Source: an optimization exercise on an open RTL-to-GDS flow (aim: small area and few clock cycles per item). Production flows keep margins and buffers that such runs may drop. Only simulation tests tie the RTL to the original design; equivalence was not proved.

==> design/flow/config.mk <==
export PLATFORM = sky130hd
export DESIGN_NAME = rns_forward_conversion
export DESIGN_NICKNAME = rns_forward_conversion
export VERILOG_FILES = /design/flow/design.v
export SDC_FILE = /design/flow/constraint.sdc
export NUM_CORES = 4
export LEC_CHECK = 0
export CAP_MARGIN = 20
export CORE_MARGIN = 2
export CORE_UTILIZATION = 40
export SLEW_MARGIN = 20
==> design/flow/design.v <==
`timescale 1ns / 1ps
package rnsfc_pkg;
  localparam int OPD_W     = 64;   
  localparam int MOD_W     = 31;   
  localparam int RES_W     = 32;   
  localparam int IDX_W     = 2;    
  localparam int CNT_W     = 3;    
  localparam int CFG_IDX_W = 3;    
  localparam int NUM_MOD   = 4;    
  localparam int MAX_MODULI_DEF     = 4;
  localparam int STEPS_PER_CELL_DEF = 2;
  localparam logic [CFG_IDX_W-1:0] REG_MODULI_IN_USE = 3'd0;
  localparam logic [CFG_IDX_W-1:0] REG_MODULUS_A     = 3'd1;
  localparam logic [CFG_IDX_W-1:0] REG_MODULUS_B     = 3'd2;
  localparam logic [CFG_IDX_W-1:0] REG_MODULUS_C     = 3'd3;
  localparam logic [CFG_IDX_W-1:0] REG_MODULUS_D     = 3'd4;
  localparam logic [CNT_W-1:0] RST_MODULI_IN_USE = 3'd4;
  localparam logic [MOD_W-1:0] RST_MODULUS_A     = 31'd3;
  localparam logic [MOD_W-1:0] RST_MODULUS_B     = 31'd5;
  localparam logic [MOD_W-1:0] RST_MODULUS_C     = 31'd7;
  localparam logic [MOD_W-1:0] RST_MODULUS_D     = 31'd11;
  localparam logic MODE_FORWARD = 1'b0;
  localparam logic MODE_REDUCE  = 1'b1;
  localparam int J_ZERO = 0;
  localparam int J_BAD  = 1;
  localparam int J_LAST = 2;
  localparam int J_NEG  = 3;
  localparam int J_IDX  = 4;
  localparam int J_REM  = J_IDX + IDX_W;
  localparam int J_MOD  = J_REM + MOD_W;
  localparam int J_DVD  = J_MOD + MOD_W;
  localparam int JOB_W  = J_DVD + OPD_W;
endpackage
`timescale 1ns / 1ps
module rnsfc_cell #(
  parameter int STEPS = rnsfc_pkg::STEPS_PER_CELL_DEF
) (
  input  logic                        clk,
  input  logic                        rst_n,
  input  logic                        adv,
  input  logic                        in_valid,
  input  logic [rnsfc_pkg::JOB_W-1:0] in_job,
  output logic                        out_valid_r,
  output logic [rnsfc_pkg::JOB_W-1:0] out_job_r
);
  localparam int OPD_W = rnsfc_pkg::OPD_W;
  localparam int MOD_W = rnsfc_pkg::MOD_W;
  localparam int J_REM = rnsfc_pkg::J_REM;
  localparam int J_MOD = rnsfc_pkg::J_MOD;
  localparam int J_DVD = rnsfc_pkg::J_DVD;
  logic [rnsfc_pkg::JOB_W-1:0] job_nxt;
  logic [OPD_W-1:0]            dvd;
  logic [MOD_W-1:0]            rem;
  logic [MOD_W-1:0]            modulus;
  logic [MOD_W:0]              t;
  always_comb begin
    dvd     = in_job[J_DVD +: OPD_W];
    rem     = in_job[J_REM +: MOD_W];
    modulus = in_job[J_MOD +: MOD_W];
    t       = '0;
    for (int s = 0; s < STEPS; s++) begin
      t   = {rem, dvd[OPD_W-1]};
      dvd = {dvd[OPD_W-2:0], 1'b0};
      if (t >= {1'b0, modulus}) begin
        t = t - {1'b0, modulus};
      end
      rem = t[MOD_W-1:0];
    end
    job_nxt                 = in_job;
    job_nxt[J_DVD +: OPD_W] = dvd;
    job_nxt[J_REM +: MOD_W] = rem;
  end
  always_ff @(posedge clk) begin
    if (!rst_n) begin
      out_valid_r <= 1'b0;
    end else if (adv) begin
      out_valid_r <= in_valid;
    end
  end
  always_ff @(posedge clk) begin
    if (adv) begin
      out_job_r <= job_nxt;
    end
  end
endmodule
`timescale 1ns / 1ps
module rnsfc_feed #(
  parameter int MAX_MODULI = rnsfc_pkg::MAX_MODULI_DEF
) (
  input  logic                                            clk,
  input  logic                                            rst_n,
  input  logic                                            adv,
  input  logic                                            in_valid,
  output logic                                            in_ready,
  input  logic                                            in_mode,
  input  logic [rnsfc_pkg::OPD_W-1:0]                     in_operand,
  input  logic [rnsfc_pkg::IDX_W-1:0]                     in_sel,
  input  logic [rnsfc_pkg::CNT_W-1:0]                     moduli_in_use,
  input  logic [rnsfc_pkg::NUM_MOD*rnsfc_pkg::MOD_W-1:0]  moduli,
  output logic                                            job_valid,
  output logic [rnsfc_pkg::JOB_W-1:0]                     job
);
  localparam int OPD_W = rnsfc_pkg::OPD_W;
  localparam int MOD_W = rnsfc_pkg::MOD_W;
  localparam int IDX_W = rnsfc_pkg::IDX_W;
  localparam int CNT_W = rnsfc_pkg::CNT_W;
  logic             item_valid_r;
  logic             mode_r;
  logic [OPD_W-1:0] mag_r;
  logic             neg_r;
  logic [IDX_W-1:0] sel_r;
  logic [IDX_W-1:0] k_r;
  logic [IDX_W-1:0] k_nxt;
  logic [CNT_W-1:0] n_act;
  logic             fwd_empty;
  logic             fwd_last;
  logic             done;
  logic             take;
  logic [IDX_W-1:0] idx;
  logic [MOD_W-1:0] modulus;
  logic             bad;
  assign n_act     = (moduli_in_use > CNT_W'(MAX_MODULI)) ? CNT_W'(MAX_MODULI)
                                                          : moduli_in_use;
  assign fwd_empty = (mode_r == rnsfc_pkg::MODE_FORWARD) && (n_act == '0);
  assign fwd_last  = ({1'b0, k_r} + CNT_W'(1)) == n_act;
  assign done      = item_valid_r &&
                     (fwd_empty || (adv && ((mode_r == rnsfc_pkg::MODE_REDUCE) || fwd_last)));
  assign in_ready  = !item_valid_r || done;
  assign take      = in_valid && in_ready;
  assign k_nxt     = k_r + IDX_W'(1);
  assign idx       = (mode_r == rnsfc_pkg::MODE_REDUCE) ? sel_r : k_r;
  assign job_valid = item_valid_r && !fwd_empty;
  assign modulus   = moduli[idx*MOD_W +: MOD_W];
  always_comb begin
    job                                  = '0;
    job[rnsfc_pkg::J_DVD +: OPD_W]       = mag_r;
    job[rnsfc_pkg::J_MOD +: MOD_W]       = modulus;
    job[rnsfc_pkg::J_IDX +: IDX_W]       = idx;
    job[rnsfc_pkg::J_NEG]                = neg_r;
    if (mode_r == rnsfc_pkg::MODE_REDUCE) begin
      job[rnsfc_pkg::J_LAST] = 1'b1;
      bad                    = {1'b0, sel_r} >= n_act;
    end else begin
      job[rnsfc_pkg::J_LAST] = fwd_last;
      bad                    = 1'b0;
    end
    job[rnsfc_pkg::J_BAD]  = bad;
    job[rnsfc_pkg::J_ZERO] = bad || (modulus == '0);
  end
  always_ff @(posedge clk) begin
    if (!rst_n) begin
      item_valid_r <= 1'b0;
      k_r          <= '0;
    end else begin
      if (take) begin
        item_valid_r <= 1'b1;
        k_r          <= '0;
      end else if (done) begin
        item_valid_r <= 1'b0;
      end else if (job_valid && adv) begin
        k_r <= k_nxt;
      end
    end
  end
  always_ff @(posedge clk) begin
    if (take) begin
      mode_r <= in_mode;
      neg_r  <= in_operand[OPD_W-1];
      mag_r  <= in_operand[OPD_W-1] ? (~in_operand + OPD_W'(1)) : in_operand;
      sel_r  <= in_sel;
    end
  end
endmodule
`timescale 1ns / 1ps
module rns_forward_conversion
#(
  parameter int MAX_MODULI     = rnsfc_pkg::MAX_MODULI_DEF,
  parameter int STEPS_PER_CELL = rnsfc_pkg::STEPS_PER_CELL_DEF
) (
  input  logic                 clk,
  input  logic                 rst_n,
  input  logic                 in_tvalid,
  output logic                 in_tready,
  input  logic [71:0]          in_tdata,    
  input  logic                 in_tuser,    
  output logic                 out_tvalid,
  input  logic                 out_tready,
  output logic [39:0]          out_tdata,   
  output logic                 out_tlast,   
  output logic                 out_tuser,   
  input  logic                 cfg_valid,
  output logic                 cfg_ready,
  input  logic [rnsfc_pkg::CFG_IDX_W-1:0] cfg_index,
  input  logic [rnsfc_pkg::MOD_W-1:0]     cfg_data
);
  localparam int NUM_CELLS = rnsfc_pkg::OPD_W / STEPS_PER_CELL;
  localparam int OPD_W     = rnsfc_pkg::OPD_W;
  localparam int MOD_W     = rnsfc_pkg::MOD_W;
  localparam int RES_W     = rnsfc_pkg::RES_W;
  localparam int IDX_W     = rnsfc_pkg::IDX_W;
  localparam int CNT_W     = rnsfc_pkg::CNT_W;
  localparam int NUM_MOD   = rnsfc_pkg::NUM_MOD;
  localparam int JOB_W     = rnsfc_pkg::JOB_W;
  logic [CNT_W-1:0]         moduli_in_use_r;
  logic [MOD_W-1:0]         moduli_r [NUM_MOD];
  logic [NUM_MOD*MOD_W-1:0] moduli_flat;
  assign cfg_ready = 1'b1;
  always_ff @(posedge clk) begin
    if (!rst_n) begin
      moduli_in_use_r <= rnsfc_pkg::RST_MODULI_IN_USE;
      moduli_r[0]     <= rnsfc_pkg::RST_MODULUS_A;
      moduli_r[1]     <= rnsfc_pkg::RST_MODULUS_B;
      moduli_r[2]     <= rnsfc_pkg::RST_MODULUS_C;
      moduli_r[3]     <= rnsfc_pkg::RST_MODULUS_D;
    end else if (cfg_valid) begin
      case (cfg_index)
        rnsfc_pkg::REG_MODULI_IN_USE: moduli_in_use_r <= cfg_data[CNT_W-1:0];
        rnsfc_pkg::REG_MODULUS_A:     moduli_r[0]     <= cfg_data;
        rnsfc_pkg::REG_MODULUS_B:     moduli_r[1]     <= cfg_data;
        rnsfc_pkg::REG_MODULUS_C:     moduli_r[2]     <= cfg_data;
        rnsfc_pkg::REG_MODULUS_D:     moduli_r[3]     <= cfg_data;
        default: ;
      endcase
    end
  end
  assign moduli_flat = {moduli_r[3], moduli_r[2], moduli_r[1], moduli_r[0]};
  logic out_valid_r;
  logic adv;
  assign adv = !out_valid_r || out_tready;
  logic             valid_c [NUM_CELLS+1];
  logic [JOB_W-1:0] job_c   [NUM_CELLS+1];
  rnsfc_feed #(
    .MAX_MODULI (MAX_MODULI)
  ) u_feed (
    .clk           (clk),
    .rst_n         (rst_n),
    .adv           (adv),
    .in_valid      (in_tvalid),
    .in_ready      (in_tready),
    .in_mode       (in_tuser),
    .in_operand    (in_tdata[OPD_W-1:0]),
    .in_sel        (in_tdata[OPD_W+IDX_W-1:OPD_W]),
    .moduli_in_use (moduli_in_use_r),
    .moduli        (moduli_flat),
    .job_valid     (valid_c[0]),
    .job           (job_c[0])
  );
  for (genvar g = 0; g < NUM_CELLS; g++) begin : g_cell
    rnsfc_cell #(
      .STEPS (STEPS_PER_CELL)
    ) u_cell (
      .clk         (clk),
      .rst_n       (rst_n),
      .adv         (adv),
      .in_valid    (valid_c[g]),
      .in_job      (job_c[g]),
      .out_valid_r (valid_c[g+1]),
      .out_job_r   (job_c[g+1])
    );
  end
  logic [JOB_W-1:0] tail;
  logic [RES_W-1:0] res_mag;
  logic [RES_W-1:0] res_nxt;
  logic [IDX_W-1:0] out_idx_r;
  logic [RES_W-1:0] out_res_r;
  logic             out_last_r;
  logic             out_bad_r;
  assign tail    = job_c[NUM_CELLS];
  assign res_mag = {1'b0, tail[rnsfc_pkg::J_REM +: MOD_W]};
  always_comb begin
    if (tail[rnsfc_pkg::J_ZERO]) begin
      res_nxt = '0;
    end else if (tail[rnsfc_pkg::J_NEG]) begin
      res_nxt = ~res_mag + RES_W'(1);
    end else begin
      res_nxt = res_mag;
    end
  end
  always_ff @(posedge clk) begin
    if (!rst_n) begin
      out_valid_r <= 1'b0;
    end else if (adv) begin
      out_valid_r <= valid_c[NUM_CELLS];
    end
  end
  always_ff @(posedge clk) begin
    if (adv) begin
      out_idx_r  <= tail[rnsfc_pkg::J_IDX +: IDX_W];
      out_res_r  <= res_nxt;
      out_last_r <= tail[rnsfc_pkg::J_LAST];
      out_bad_r  <= tail[rnsfc_pkg::J_BAD];
    end
  end
  assign out_tvalid = out_valid_r;
  assign out_tdata  = {6'd0, out_res_r, out_idx_r};
  assign out_tlast  = out_last_r;
  assign out_tuser  = out_bad_r;
endmodule
==> design/flow/constraint.sdc <==
create_clock -name core_clock -period 8.5 [get_ports {clk}]
set_input_delay 1.7000 -clock core_clock [delete_from_list [all_inputs] [get_ports {clk}]]
set_output_delay 1.7000 -clock core_clock [all_outputs]
set_load 0.01 [all_outputs]
==> design/flow/run.sh <==
#!/bin/bash
# synth_recipe.tcl (not shown) runs the flow's synth.tcl, then flattens the netlist and writes it again
# the make line also repeats each setting of config.mk as NAME=value (left out here)
make -C /OpenROAD-flow-scripts/flow DESIGN_CONFIG=/design/flow/config.mk WORK_HOME=/design/flow/orfs CLKGATE_MAP_FILE= SYNTH_SCRIPT=/design/flow/synth_recipe.tcl finish
==> flow_metrics.env <==
export IMPL_status="no timing/DRC/antenna violations"
export IMPL_fin_crit_sh_pct=96.2
export IMPL_crit_required_ns=9.27
export IMPL_die_area_sq_mm=0.567
export IMPL_rows=275
export IMPL_place_ws_ns=0.432
export IMPL_core_area_sq_mm=0.560
export IMPL_dpl_hpwl_um=426000
export IMPL_synthesis_area_sq_mm=0.224
export IMPL_grt_total_usage_pct=18.6
export IMPL_hold_slack_ns=0.370
export IMPL_worstSetupEndpointType="flop"
export IMPL_gp_congestion=0.919
export IMPL_cp_slowest_stage_delay_ns=0.43
export IMPL_yosysWarnings=7
export IMPL_synthToLayoutAreaGrowth_pct=10.9
export IMPL_port_buffers=143
export IMPL_worstSetupStartpointType="flop"
export IMPL_cap_violations=0
export IMPL_synth_seq_cells=3404
export IMPL_initialDrtViolationCount=11400
export IMPL_ant_nets=0
export IMPL_synth_top_area_share_pct=43.4
export IMPL_ctsHoldBuffers=0
export IMPL_min_period_ns=8.18
export IMPL_htreeDepth=5
export IMPL_grt_max_degree=184
export IMPL_final_nets=23700
export IMPL_relSlewSlack_pct=27.8
export IMPL_cts_tree="done"
export IMPL_clock_fmax_mhz=122
export IMPL_dr_pass1_iters=6
export IMPL_worst_pin_slew_ns=1.08
export IMPL_setup_slack_ns=0.321
export IMPL_totalWireLength_um=552000
export IMPL_die_h_um=753
export IMPL_grt_pass1_vias=153000
export IMPL_worst_path_max_delay_cell="fa_1"
export IMPL_synthFlopType="edfxtp_1"
export IMPL_grt_pass1_wl_um=859000
export IMPL_drc_errors=0
export IMPL_arrival_ns=8.94
export IMPL_final_cell_area_sq_mm=0.249
export IMPL_grt_overflow=0
export IMPL_drt_vias_per_instance=5.44
export IMPL_die_x_um=753
export IMPL_cts_buffers=390
export IMPL_critPathKind="reg2reg"
export IMPL_drive_above_1_share_pct=10.1
export IMPL_antenna_found_initial=13
export IMPL_synth_area_top_cells="edfxtp_1, ha_1, mux2_2, xnor2_1, a21oi_1"
export IMPL_start_util_pct=40.1
export IMPL_cts_sinks=3404
export IMPL_synth_edf_count=3241
export IMPL_io_pins=157
export IMPL_final_hold_violation_count=0
export IMPL_crit_fanout=31
export IMPL_yosysSeqAreaShare_pct=44.8
export IMPL_drv_slew=0
export IMPL_ctsLongestPathBuffers=4
export IMPL_syn_avg_cell_area_sq_um=10.6
export IMPL_yosys_area_top_type="edfxtp_1"
export IMPL_placed_area_sq_mm=0.236
export IMPL_synthDistinctLibCells=109
export IMPL_fin_skew_ns=0.0972
export IMPL_setup_viol=0
export IMPL_netlist_instances=21200
export IMPL_path_clk_slew_ns=0.06
export IMPL_worstSkewPairLatency_ns=1.02
export IMPL_synthArstFlopShare_pct=0
export IMPL_wl_per_cell_um=18.8
export IMPL_hold_class="reg2reg"
export IMPL_root_buffer="clkbuf_16"
export IMPL_via_count=160000
==> cells in the final DEF (no fill, tap or decap), drive strengths merged, types with 156 or more instances in the layout <==
cell    synthesis  final
a21boi        216    216
a21o          864    864
a21oi        1862   1862
a31oi         173    173
and3          156    156
buf           101    206
clkbuf        341    439
clkinv          1    184
dfxtp         163    163
edfxtp       3241   3241
ha           1960   1960
inv          1525   1556
mux2         1129   1129
nand2        1516   1516
nand2b        241    241
nand3         330    330
nand4         260    260
nor2         1370   1370
nor2b         268    268
nor3          291    291
o21a          316    316
o21ai        1209   1209
o21bai        231    231
xnor2        1211   1211
xor2          511    511
==> per-layer routing <==
layer	vias up	wire (um)	GRT usage [%]
li1	79500	-	-
met1	76200	255000	25.7
met2	3226	257000	31.0
met3	756	25200	2.33
met4	0	15200	4.96
met5	-	0	0
==> worst paths after layout <==
check / start / endpoint / slack (ns) / cells past startpoint
max: g_cell[8].u_cell.out_job_r[131] / g_cell[9].u_cell.out_job_r[13] / 0.32 / 31
min: g_cell[8].u_cell.out_job_r[4] / g_cell[9].u_cell.out_job_r[4] / 0.37 / 0
max reg2reg: g_cell[8].u_cell.out_job_r[131] / g_cell[9].u_cell.out_job_r[13] / 0.32 / 31
min reg2reg: g_cell[8].u_cell.out_job_r[4] / g_cell[9].u_cell.out_job_r[4] / 0.37 / 0
==> Yosys cell counts (288+ instances only) <==
master,instances
edfxtp_1,3241
ha_1,1960
a21oi_1,1861
inv_1,1525
nand2_1,1516
nor2_1,1370
xnor2_1,1211
o21ai_0,1193
mux2_2,1101
a21o_1,863
xor2_1,511
clkbuf_1,341
nand3_1,330
o21a_1,315
nor3_1,288
==> worst max-delay path, delay by kind of cell, from the launching register on <==
family / cells / cell delay, ns
compound gates: 16 / 3.86
simple gates: 4 / 1.06
fa+ha+maj: 3 / 0.94
buf+inv: 6 / 0.84
mux: 2 / 0.72
flops: 1 / 0.40
==> cells by family (layout without fill, tap and decap cells) <==
logic type	count (synthesis)	in the layout	share of synthesized area (%)
buffers and inverters	1968	2594	3.36
multiplexers	1254	1254	6.44
flip-flops	3404	3404	44.8
AO/OA/AOI/OAI	5900	5900	16.7
adder cells (fa/ha/maj)	2023	2023	11.5
AND/OR/NAND/NOR	4956	4956	10.4
XOR/XNOR	1722	1722	6.72
other	2	25	0.00335
==> state kept, by name (all words and copies together), names as in the netlist <==
| register | flops |
|---|---|
| u_feed.mode_r | 1 |
| u_feed.mag_r | 64 |
| u_feed.neg_r | 1 |
| out_last_r | 1 |
| out_res_r | 32 |
| u_feed.item_valid_r | 1 |
| moduli_in_use_r | 3 |
| u_feed.k_r | 2 |
| g_cell.u_cell.out_valid_r | 32 |
| out_bad_r | 1 |
| out_valid_r | 1 |
| u_feed.sel_r | 2 |
| g_cell.u_cell.out_job_r | 3137 |
| moduli_r | 124 |
| out_idx_r | 2 |
==> cell type report <==
cell class,instances,area (sq um)
fill,52700,311000
clock inverter,282,2900
clock buffer,439,10100
timing repair buffer,347,3480
antenna,18,45.0
inverter,1526,5740
tap,7479,9360
multi-input combinational,15900,117000
sequential,3404,101000
==> through the flow <==
step           TNS [ns]  utilization (%)  std cells
2_1_floorplan  -5038.74                -      21200
3_3_place_gp          0             42.1      28600
3_5_place_dp          0             42.1      28600
4_1_cts               0             44.4      29300
5_1_grt        -0.00374             44.5      29400
6_report              0             44.5      29400
==> repair_timing <==
| item | in CTS | in global routing |
|---|---|---|
| buffers inserted | 0 | 9 |
| resized for setup | 0 | 5 |
| setup endpoints to repair | 0 | 115 |
Testbench counts, summed over its fixed seeds: cycles 9,041, results 8,769.

## what the ideal ports hide
The flow's constraints put no driver on any port. The routed layout listed below was extracted and timed again, unchanged, in two steps.
Step 1, drivers: a clkbuf_16 drives clk and a buf_2 each remaining input, both assumed.
Step 2 adds t to the input delays and takes it off the output delays; t is the mean of the earliest and latest rising clock arrival at the registers after step 1. Input paths then give back, and output paths get back, about the clock's delay inside the block.
a / b / c = no drivers / after step 1 / after step 2; a / b = the first two.
t, ns: 1.099
setup slack, ns: 0.321 / 0.321 / 0.321
hold slack, ns: 0.370 / 0.370 / 0.370
worst setup path after step 2: register to register
After both steps this run still meets setup and hold. The setup slack of this run moves by 0.000 ns with the drivers and by 0.000 ns with both steps.
